What follows belongs to an exercise in optimizing a design on an open flow for small area, a short achievable clock period and few clock cycles; a production flow would make more cautious choices. RTL that was checked went through simulation tests only; none was proved equivalent to the original. No activity file was given, so power comes from the tool's default toggle rates.

==> run a: inputs <==
==> flow/design.v (excerpt) <==
module midi_note_sequencer (
	input  wire logic                       clk,
	input  wire logic                       arst_n,
	input  wire logic                       start,
	output logic                            busy,
	input  wire logic [33:0]                request,
	output logic                            strobe,
	output logic [8:0]                      result,
	input  wire logic                       cfg_we,
	input  wire logic [mns_pkg::CFG_IW-1:0] cfg_index,
	input  wire logic [mns_pkg::CFG_DW-1:0] cfg_wdata
);
Settings: LEC_CHECK=0, ABC_CLOCK_PERIOD_IN_PS=3500, CAP_MARGIN=20, CORE_MARGIN=2, CORE_UTILIZATION=55, PLACE_DENSITY=0.65, SETUP_SLACK_MARGIN=4.5, SLEW_MARGIN=20, SYNTH_MEMORY_MAX_BITS=8192; clock period 8.0 ns.
run.sh (not shown) runs the stock make flow with config.mk's settings and CLKGATE_MAP_FILE= SYNTH_SCRIPT=/design/flow/synth_recipe.tcl, a recipe that flattens the netlist after the stock synthesis.
==> run b: changes against run a <==
--- a/flow/design.v
+++ b/flow/design.v
@@ -58,22 +58,21 @@
 	logic [8:0]  pos_q;
 	logic [15:0] left_q;        
 	logic [7:0]  note_q;
 	logic [1:0]  age_q;         
 	logic        ld_q;
 	logic [7:0]  ld_idx_q;
 	logic [23:0] ld_data_q;
-	logic [7:0]  rd_addr_q;
 	logic [23:0] ent;
 	mns_table u_table (
 		.clk   (clk),
 		.we    (ld_q),
 		.waddr (ld_idx_q),
 		.wdata (ld_data_q),
-		.raddr (rd_addr_q),
+		.raddr (slot[7:0]),
 		.rdata (ent)
 	);
 	logic [1:0]  cmd;
 	assign cmd = request[33:32];
 	always_ff @(posedge clk or negedge arst_n) begin
 		if (!arst_n) begin
 			loop_q      <= 1'b0;
@@ -242,52 +241,67 @@
 		end
 	end
 	always_ff @(posedge clk) begin
 		if (tick_eval && !stop_now) begin
 			note_q <= note_sum;
 			left_q <= left_new;
 		end
-		if (take && (cmd == CMD_LOAD)) begin
-			ld_idx_q  <= request[31:24];
-			ld_data_q <= request[23:0];
-		end
-		rd_addr_q <= slot[7:0];
+		ld_idx_q  <= request[31:24];
+		ld_data_q <= request[23:0];
 	end
 endmodule
 `default_nettype wire
 `timescale 1ns / 1ps
 `default_nettype none
+module mns_aoi3 (
+	input  wire logic [2:0] s,
+	input  wire logic [2:0] d,
+	output logic            y
+);
+	assign y = !((s[0] && d[0]) || (s[1] && d[1]) || (s[2] && d[2]));
+endmodule
 module mns_table (
 	input  wire logic        clk,
 	input  wire logic        we,
 	input  wire logic [7:0]  waddr,
 	input  wire logic [23:0] wdata,
 	input  wire logic [7:0]  raddr,
 	output logic      [23:0] rdata
 );
+	localparam int NG = 85;     
 	logic [255:0][23:0] mem_q;
-	logic [255:0]       rsel;
+	logic [255:0]       rsel_q;
 	logic [255:0]       wsel;
+	logic [23:0][NG:0]  term_n;    
 	logic [23:0]        rd;
 	always_comb begin
 		for (int r = 0; r < 256; r++) begin
-			rsel[r] = (raddr == 8'(r));
 			wsel[r] = we && (waddr == 8'(r));
 		end
-		rd = '0;
-		for (int r = 0; r < 256; r++) begin
-			rd = rd | (mem_q[r] & {24{rsel[r]}});
+	end
+	for (genvar c = 0; c < 24; c++) begin : g_col
+		for (genvar g = 0; g < NG; g++) begin : g_grp
+			mns_aoi3 u_aoi (
+				.s (rsel_q[3*g+2:3*g]),
+				.d ({mem_q[3*g+2][c], mem_q[3*g+1][c], mem_q[3*g][c]}),
+				.y (term_n[c][g])
+			);
 		end
+		assign term_n[c][NG] = !(rsel_q[255] && mem_q[255][c]);
+		assign rd[c] = !(&term_n[c]);
 	end
 	always_ff @(posedge clk) begin
 		for (int r = 0; r < 256; r++) begin
 			if (wsel[r]) begin
 				mem_q[r] <= wdata;
 			end
 		end
+		for (int r = 0; r < 256; r++) begin
+			rsel_q[r] <= (raddr == 8'(r));
+		end
 		rdata <= rd;
 	end
 endmodule
 `default_nettype wire
 `timescale 1ns / 1ps
 `default_nettype none
 import mns_pkg::*;
Settings changed: ABC_CLOCK_PERIOD_IN_PS 3500 to default, CORE_UTILIZATION 55 to 42, CTS_BUF_LIST from default to sky130_fd_sc_hd__clkbuf_16, CTS_CLUSTER_DIAMETER from default to 100, CTS_CLUSTER_SIZE from default to 25, PLACE_DENSITY 0.65 to 0.5, SYNTH_HIERARCHICAL from default to 1, SYNTH_MINIMUM_KEEP_SIZE from default to 0.
==> run c: changes against run a <==
--- a/flow/design.v
+++ b/flow/design.v
@@ -31,16 +31,18 @@
 	input  wire logic                       clk,
 	input  wire logic                       arst_n,
 	input  wire logic                       take,
 	input  wire logic [33:0]                request,
 	input  wire logic                       cfg_we,
 	input  wire logic [CFG_IW-1:0]          cfg_index,
 	input  wire logic [CFG_DW-1:0]          cfg_wdata,
-	output logic      [NSLOT-1:0]           take_bits,
-	output logic      [NSLOT-1:0]           add_bits,
+	output logic      [NSLOT-1:0]           take_bits,   
+	output logic                            take_any,    
+	output logic      [7:0]                 take_byte,   
+	output logic      [NSLOT-1:0]           add_bits,    
 	output logic                            pend_q,
 	output logic                            pend_d,
 	output logic      [7:0]                 vol,
 	output logic      [7:0]                 bank,
 	output logic      [7:0]                 prog_m1,
 	output logic      [7:0]                 note
 );
@@ -55,25 +57,25 @@
 	logic        playing_q;
 	logic        setup_q;
 	logic        sounding_q;
 	logic [8:0]  pos_q;
 	logic [15:0] left_q;        
 	logic [7:0]  note_q;
 	logic [1:0]  age_q;         
+	logic [7:0]  slot_q;        
 	logic        ld_q;
 	logic [7:0]  ld_idx_q;
 	logic [23:0] ld_data_q;
-	logic [7:0]  rd_addr_q;
 	logic [23:0] ent;
 	mns_table u_table (
 		.clk   (clk),
 		.we    (ld_q),
 		.waddr (ld_idx_q),
 		.wdata (ld_data_q),
-		.raddr (rd_addr_q),
+		.raddr (slot_q),
 		.rdata (ent)
 	);
 	logic [1:0]  cmd;
 	assign cmd = request[33:32];
 	always_ff @(posedge clk or negedge arst_n) begin
 		if (!arst_n) begin
 			loop_q      <= 1'b0;
@@ -104,35 +106,46 @@
 	assign note    = note_q;
 	logic vol_ok;
 	logic bank_ok;
 	logic prog_ok;
 	assign vol_ok  = !vol_q[7];
 	assign bank_ok = !bank_q[7];
 	assign prog_ok = !prog_m1[7];
-	logic [8:0] pos_a;
 	logic       at_end;
-	logic [8:0] pos_b;
-	logic [8:0] slot;
+	logic [8:0] pos_b;        
+	logic [8:0] pos_n;        
 	logic       stop_now;
+	logic [8:0] s_zero;
+	logic [8:0] s_cur;
+	logic [8:0] s_nxt;
+	logic [8:0] r_cur;
+	logic [8:0] r_nxt;
+	logic       end_a;
+	logic       end_n;
 	always_comb begin
-		pos_a    = setup_q ? pos_q : 9'd0;
-		at_end   = !sounding_q && (pos_a >= len_q);
-		pos_b    = at_end ? 9'd0 : pos_a;
-		slot     = rev_q ? (len_q - pos_b - 9'd1) : pos_b;
+		end_a    = setup_q ? (pos_q >= len_q) : (len_q == 9'd0);
+		at_end   = !sounding_q && end_a;
+		pos_b    = (setup_q && !at_end) ? pos_q : 9'd0;
+		pos_n    = pos_b + 9'd1;
+		end_n    = (pos_n >= len_q);
 		stop_now = at_end && !loop_q;
+		r_cur    = len_q + ~pos_b;
+		r_nxt    = len_q + ~pos_n;
+		s_zero   = rev_q ? (len_q - 9'd1) : 9'd0;
+		s_cur    = rev_q ? r_cur : pos_b;
+		s_nxt    = end_n ? s_zero : (rev_q ? r_nxt : pos_n);
 	end
 	logic [7:0]  note_sum;
 	logic        note_ok;
 	logic [15:0] dsum;
 	logic        dzero;
 	logic        t_zero;
 	logic [15:0] left_new;
 	logic        ev_on;
 	logic        ev_off;
-	logic        ev_move;       
 	logic        ent_ok;
 	logic [NSLOT-1:0] ev_bits;
 	logic [15:0] dur;
 	logic [15:0] zc;
 	assign dur = ent[15:0];
 	always_comb begin
 		note_sum = ent[23:16] + transpose_q;
@@ -140,166 +153,259 @@
 		dsum     = dur + offm1_q;
 		zc       = {(dur[14:0] | offm1_q[14:0]), 1'b0};
 		dzero    = ((dur ^ offm1_q) == zc);
 		t_zero   = sounding_q ? (left_q == 16'd1) : dzero;
 		left_new = sounding_q ? (left_q - 16'd1) : dsum;
 		ev_on    = !stop_now && !sounding_q && note_ok;
 		ev_off   = !stop_now && t_zero && note_ok;
-		ev_move  = stop_now || at_end || t_zero;
 		ev_bits  = '0;
 		ev_bits[S_ON]    = ev_on;
 		ev_bits[S_ON+1]  = ev_on;
 		ev_bits[S_ON+2]  = ev_on;
 		ev_bits[S_OFF]   = ev_off;
 		ev_bits[S_OFF+1] = ev_off;
 		ev_bits[S_OFF+2] = ev_off;
-		ent_ok   = age_q[1];
+		ent_ok   = (age_q == 2'd3);
 	end
 	logic [NSLOT-1:0] setup_bits;
 	logic [NSLOT-1:0] aoff_bits;
 	logic             aoff;
+	logic             setup_cc;     
+	logic             setup_any;
 	always_comb begin
 		setup_bits = '0;
 		setup_bits[S_VOL]    = !setup_q && vol_ok;
 		setup_bits[S_VOL+1]  = !setup_q && vol_ok;
 		setup_bits[S_VOL+2]  = !setup_q && vol_ok;
 		setup_bits[S_BANK]   = !setup_q && bank_ok;
 		setup_bits[S_BANK+1] = !setup_q && bank_ok;
 		setup_bits[S_BANK+2] = !setup_q && bank_ok;
 		setup_bits[S_PROG]   = !setup_q && prog_ok;
 		setup_bits[S_PROG+1] = !setup_q && prog_ok;
+		setup_cc  = !setup_q && (vol_ok || bank_ok);
+		setup_any = !setup_q && (vol_ok || bank_ok || prog_ok);
 		aoff = playing_q && sounding_q;
 		aoff_bits = '0;
 		aoff_bits[S_AOFF]   = aoff;
 		aoff_bits[S_AOFF+1] = aoff;
 		aoff_bits[S_AOFF+2] = aoff;
 	end
 	logic fire;       
 	assign fire = pend_q && ent_ok;
 	always_comb begin
 		take_bits = '0;
-		if (cmd == CMD_TICK) begin
-			if (playing_q) begin
-				take_bits = setup_bits | (ent_ok ? ev_bits : '0);
+		take_any  = 1'b0;
+		take_byte = 8'hB0;
+		pend_d    = 1'b0;
+		unique case (cmd)
+			CMD_TICK: begin
+				if (playing_q) begin
+					take_bits = setup_bits | (ent_ok ? ev_bits : '0);
+					take_any  = setup_any || (ent_ok && (ev_on || ev_off));
+					if (setup_cc)           take_byte = 8'hB0;
+					else if (setup_any)     take_byte = 8'hC0;
+					else if (ev_on)         take_byte = 8'h90;
+					else                    take_byte = 8'h80;
+					pend_d    = !ent_ok;
+				end
 			end
-		end else if (cmd != CMD_LOAD) begin
-			take_bits = aoff_bits;
-		end
-		add_bits = fire ? ev_bits : '0;
-		if (take) begin
-			pend_d = (cmd == CMD_TICK) && playing_q && !ent_ok;
-		end else begin
+			CMD_LOAD: ;
+			default: begin
+				take_bits = aoff_bits;
+				take_any  = aoff;
+			end
+		endcase
+		if (!take) begin
 			pend_d = pend_q && !ent_ok;
 		end
+		add_bits = fire ? ev_bits : '0;
 	end
 	logic tick_eval;
-	logic event_now;
-	assign tick_eval = (take && (cmd == CMD_TICK) && playing_q && ent_ok) || fire;
+	logic tick_take;
+	logic [8:0] slot_d;
+	logic [1:0] age_d;
+	assign tick_take = take && (cmd == CMD_TICK) && playing_q;
+	assign tick_eval = (tick_take && ent_ok) || fire;
 	always_comb begin
-		event_now = cfg_we || ev_move && tick_eval;
-		if (take && (cmd != CMD_TICK)) event_now = 1'b1;
-		if (take && (cmd == CMD_TICK) && playing_q && !setup_q) event_now = 1'b1;
+		slot_d = s_cur;
+		age_d  = (age_q == 2'd3) ? 2'd3 : (age_q + 2'd1);
+		if (take && ((cmd == CMD_START) || (cmd == CMD_STOP))) begin
+			slot_d = s_zero;
+			age_d  = 2'd1;
+		end else if (tick_eval && stop_now) begin
+			slot_d = s_zero;
+			age_d  = 2'd1;
+		end else if (tick_eval && t_zero) begin
+			slot_d = s_nxt;
+			age_d  = 2'd1;
+		end
+		if (take && (cmd == CMD_LOAD)) begin
+			age_d = 2'd1;
+		end
+		if (cfg_we) begin
+			age_d = 2'd0;
+		end
 	end
 	always_ff @(posedge clk or negedge arst_n) begin
 		if (!arst_n) begin
 			playing_q  <= 1'b0;
 			setup_q    <= 1'b0;
 			sounding_q <= 1'b0;
 			pos_q      <= 9'd0;
 			pend_q     <= 1'b0;
 			age_q      <= 2'd0;
 			ld_q       <= 1'b0;
 		end else begin
 			pend_q <= pend_d;
 			ld_q   <= take && (cmd == CMD_LOAD);
-			if (event_now)        age_q <= 2'd0;
-			else if (!age_q[1])   age_q <= age_q + 2'd1;
+			age_q  <= age_d;
 			if (take && (cmd == CMD_START)) begin
 				playing_q  <= 1'b1;
 				setup_q    <= 1'b0;
 				sounding_q <= 1'b0;
 				pos_q      <= 9'd0;
 			end else if (take && (cmd == CMD_STOP)) begin
 				playing_q  <= 1'b0;
 				setup_q    <= 1'b0;
 				sounding_q <= 1'b0;
 			end else begin
-				if (take && (cmd == CMD_TICK) && playing_q && !setup_q) begin
+				if (tick_take && !setup_q) begin
 					setup_q <= 1'b1;
 					pos_q   <= 9'd0;
 				end
 				if (tick_eval) begin
 					if (stop_now) begin
 						playing_q  <= 1'b0;
 						setup_q    <= 1'b0;
 						sounding_q <= 1'b0;
 					end else begin
 						setup_q    <= 1'b1;
 						sounding_q <= !t_zero;
-						pos_q      <= t_zero ? (pos_b + 9'd1) : pos_b;
+						pos_q      <= t_zero ? pos_n : pos_b;
 					end
 				end
 			end
 		end
 	end
 	always_ff @(posedge clk) begin
 		if (tick_eval && !stop_now) begin
 			note_q <= note_sum;
 			left_q <= left_new;
 		end
-		if (take && (cmd == CMD_LOAD)) begin
-			ld_idx_q  <= request[31:24];
-			ld_data_q <= request[23:0];
-		end
-		rd_addr_q <= slot[7:0];
+		ld_idx_q  <= request[31:24];
+		ld_data_q <= request[23:0];
+		slot_q    <= slot_d[7:0];
 	end
 endmodule
 `default_nettype wire
 `timescale 1ns / 1ps
 `default_nettype none
+module mns_aoi3 (
+	input  wire logic [2:0] s,
+	input  wire logic [2:0] d,
+	output logic            y
+);
+	assign y = !((s[0] && d[0]) || (s[1] && d[1]) || (s[2] && d[2]));
+endmodule
+module mns_nand4 (
+	input  wire logic [3:0] a,
+	output logic            y
+);
+	assign y = !(&a);
+endmodule
+module mns_nand2 (
+	input  wire logic [1:0] a,
+	output logic            y
+);
+	assign y = !(&a);
+endmodule
+module mns_nor4 (
+	input  wire logic [3:0] a,
+	output logic            y
+);
+	assign y = !(|a);
+endmodule
+module mns_nor2 (
+	input  wire logic [1:0] a,
+	output logic            y
+);
+	assign y = !(|a);
+endmodule
 module mns_table (
 	input  wire logic        clk,
 	input  wire logic        we,
 	input  wire logic [7:0]  waddr,
 	input  wire logic [23:0] wdata,
 	input  wire logic [7:0]  raddr,
 	output logic      [23:0] rdata
 );
 	logic [255:0][23:0] mem_q;
-	logic [255:0]       rsel;
+	logic [255:0]       rsel_q;
 	logic [255:0]       wsel;
+	logic [23:0][85:0]  t1_n;      
+	logic [23:0][21:0]  t2;        
+	logic [23:0][5:0]   t3_n;      
 	logic [23:0]        rd;
 	always_comb begin
 		for (int r = 0; r < 256; r++) begin
-			rsel[r] = (raddr == 8'(r));
 			wsel[r] = we && (waddr == 8'(r));
 		end
-		rd = '0;
-		for (int r = 0; r < 256; r++) begin
-			rd = rd | (mem_q[r] & {24{rsel[r]}});
-		end
+	end
+	for (genvar c = 0; c < 24; c++) begin : g_col
+		for (genvar g = 0; g < 85; g++) begin : g_t1
+			mns_aoi3 u_aoi (
+				.s (rsel_q[3*g+2:3*g]),
+				.d ({mem_q[3*g+2][c], mem_q[3*g+1][c], mem_q[3*g][c]}),
+				.y (t1_n[c][g])
+			);
+		end
+		assign t1_n[c][85] = !(rsel_q[255] && mem_q[255][c]);
+		for (genvar g = 0; g < 21; g++) begin : g_t2
+			mns_nand4 u_nand (
+				.a (t1_n[c][4*g+3:4*g]),
+				.y (t2[c][g])
+			);
+		end
+		mns_nand2 u_nand_l (
+			.a (t1_n[c][85:84]),
+			.y (t2[c][21])
+		);
+		for (genvar g = 0; g < 5; g++) begin : g_t3
+			mns_nor4 u_nor (
+				.a (t2[c][4*g+3:4*g]),
+				.y (t3_n[c][g])
+			);
+		end
+		mns_nor2 u_nor_l (
+			.a (t2[c][21:20]),
+			.y (t3_n[c][5])
+		);
+		assign rd[c] = !(&t3_n[c]);
 	end
 	always_ff @(posedge clk) begin
 		for (int r = 0; r < 256; r++) begin
 			if (wsel[r]) begin
 				mem_q[r] <= wdata;
 			end
+			rsel_q[r] <= (raddr == 8'(r));
 		end
 		rdata <= rd;
 	end
 endmodule
 `default_nettype wire
 `timescale 1ns / 1ps
 `default_nettype none
 import mns_pkg::*;
 module mns_tx (
 	input  wire logic             clk,
 	input  wire logic             arst_n,
 	input  wire logic             take,         
 	input  wire logic [NSLOT-1:0] take_bits,    
+	input  wire logic             take_any,     
+	input  wire logic [7:0]       take_byte,    
 	input  wire logic [NSLOT-1:0] add_bits,     
 	input  wire logic             pend_q,       
 	input  wire logic             pend_d,
 	input  wire logic [7:0]       vol,
 	input  wire logic [7:0]       bank,
 	input  wire logic [7:0]       prog_m1,
 	input  wire logic [7:0]       note,
@@ -332,31 +438,31 @@
 		if (s[S_PROG+1])                      b = b | prog_v;
 		if (s[S_ON])                          b = b | 8'h90;
 		if (s[S_OFF])                         b = b | 8'h80;
 		if (s[S_ON+1] | s[S_OFF+1])           b = b | note_v;
 		slot_byte = b;
 	endfunction
 	assign t_low  = take_bits & (~take_bits + 1'b1);
-	assign t_byte = slot_byte(t_low, vol, bank, prog_m1, note);
+	assign t_byte = take_byte;
 	assign t_left = take_bits & ~t_low;
-	assign t_busy = (t_left != '0) || pend_d;
+	assign t_busy = take_any || pend_d;
 	assign h_low   = left_q & (~left_q + 1'b1);
 	assign h_byte  = slot_byte(h_low, vol, bank, prog_m1, note);
 	assign h_stall = pend_q && ((left_q & ~h_low) == '0);
 	assign h_left  = (h_stall ? left_q : (left_q & ~h_low)) | add_bits;
 	assign h_busy  = (h_left != '0) || pend_d;
 	assign busy = busy_q;
 	always_ff @(posedge clk or negedge arst_n) begin
 		if (!arst_n) begin
 			left_q <= '0;
 			strobe <= 1'b0;
 			busy_q <= 1'b0;
 		end else if (take) begin
 			left_q <= t_left;
-			strobe <= (take_bits != '0);
+			strobe <= take_any;
 			busy_q <= t_busy;
 		end else begin
 			left_q <= h_left;
 			strobe <= (left_q != '0) && !h_stall;
 			busy_q <= h_busy;
 		end
 	end
@@ -382,14 +488,16 @@
 	output logic [8:0]                      result,
 	input  wire logic                       cfg_we,
 	input  wire logic [mns_pkg::CFG_IW-1:0] cfg_index,
 	input  wire logic [mns_pkg::CFG_DW-1:0] cfg_wdata
 );
 	logic             take;
 	logic [NSLOT-1:0] take_bits;
+	logic             take_any;
+	logic [7:0]       take_byte;
 	logic [NSLOT-1:0] add_bits;
 	logic             pend_q;
 	logic             pend_d;
 	logic [7:0]       vol;
 	logic [7:0]       bank;
 	logic [7:0]       prog_m1;
 	logic [7:0]       note;
@@ -399,27 +507,31 @@
 		.arst_n    (arst_n),
 		.take      (take),
 		.request   (request),
 		.cfg_we    (cfg_we),
 		.cfg_index (cfg_index),
 		.cfg_wdata (cfg_wdata),
 		.take_bits (take_bits),
+		.take_any  (take_any),
+		.take_byte (take_byte),
 		.add_bits  (add_bits),
 		.pend_q    (pend_q),
 		.pend_d    (pend_d),
 		.vol       (vol),
 		.bank      (bank),
 		.prog_m1   (prog_m1),
 		.note      (note)
 	);
 	mns_tx u_tx (
 		.clk       (clk),
 		.arst_n    (arst_n),
 		.take      (take),
 		.take_bits (take_bits),
+		.take_any  (take_any),
+		.take_byte (take_byte),
 		.add_bits  (add_bits),
 		.pend_q    (pend_q),
 		.pend_d    (pend_d),
 		.vol       (vol),
 		.bank      (bank),
 		.prog_m1   (prog_m1),
 		.note      (note),
Settings changed: ABC_CLOCK_PERIOD_IN_PS 3500 to default, CORE_UTILIZATION 55 to 42, CTS_BUF_LIST from default to sky130_fd_sc_hd__clkbuf_16, CTS_CLUSTER_DIAMETER from default to 100, CTS_CLUSTER_SIZE from default to 25, PLACE_DENSITY 0.65 to 0.5, SYNTH_HIERARCHICAL from default to 1, SYNTH_MINIMUM_KEEP_SIZE from default to 0.
==> comparison <==
- In run b the sequential share of layout area is lower than in run c, by 0.50 points.
- Worst hold slack is about the same in run b and run c.
- Final area: run b is larger than run c (about 0.7%).
- Run b completed with no timing, DRC or antenna violations. Run c passed the timing, DRC and antenna checks. Run a did not get past 5_1_grt.
- Area after synthesis, highest first: run a, run c, run b.
- Utilization: run b is higher than run c (0.73 points).
- Of run b and run c, run b has the higher power (gap about 1.5%, measured against run c).
Testbench counts of run b, summed over its fixed seeds: cycles 11,884.
For run a and run c, only the layout was checked, not whether the RTL still works.

==> separate check: timing with driven ports <==
No port has a modelled driver above. Below, the same layouts with a new extraction and two added sets of constraints.
Step 1 sets driving cells, clkbuf_16 on the clock port and buf_2 on the other inputs (assumed; they add their load-dependent delay and slew).
Step 2 moves the port delays by t, midway between the first and last clock arrival at a register: inputs arrive t later, outputs are due t later. That takes back most of the time a late clock gives input paths.
a / b / c = ideal / step 1 / step 2; a / b = the first two.
run | shift t [ns] | setup WS [ns] | worst data-port slew with drivers (ns)
run b | 1.135 | 3.712 / 3.712 / 2.841 | 0.10
run c | 1.132 | 3.745 / 3.745 / 3.340 | 0.06
After both steps setup and hold are still met in every run listed. The setup slack of run b, which loses most, moves by 0.000 ns with the drivers and by -0.871 ns with both steps.
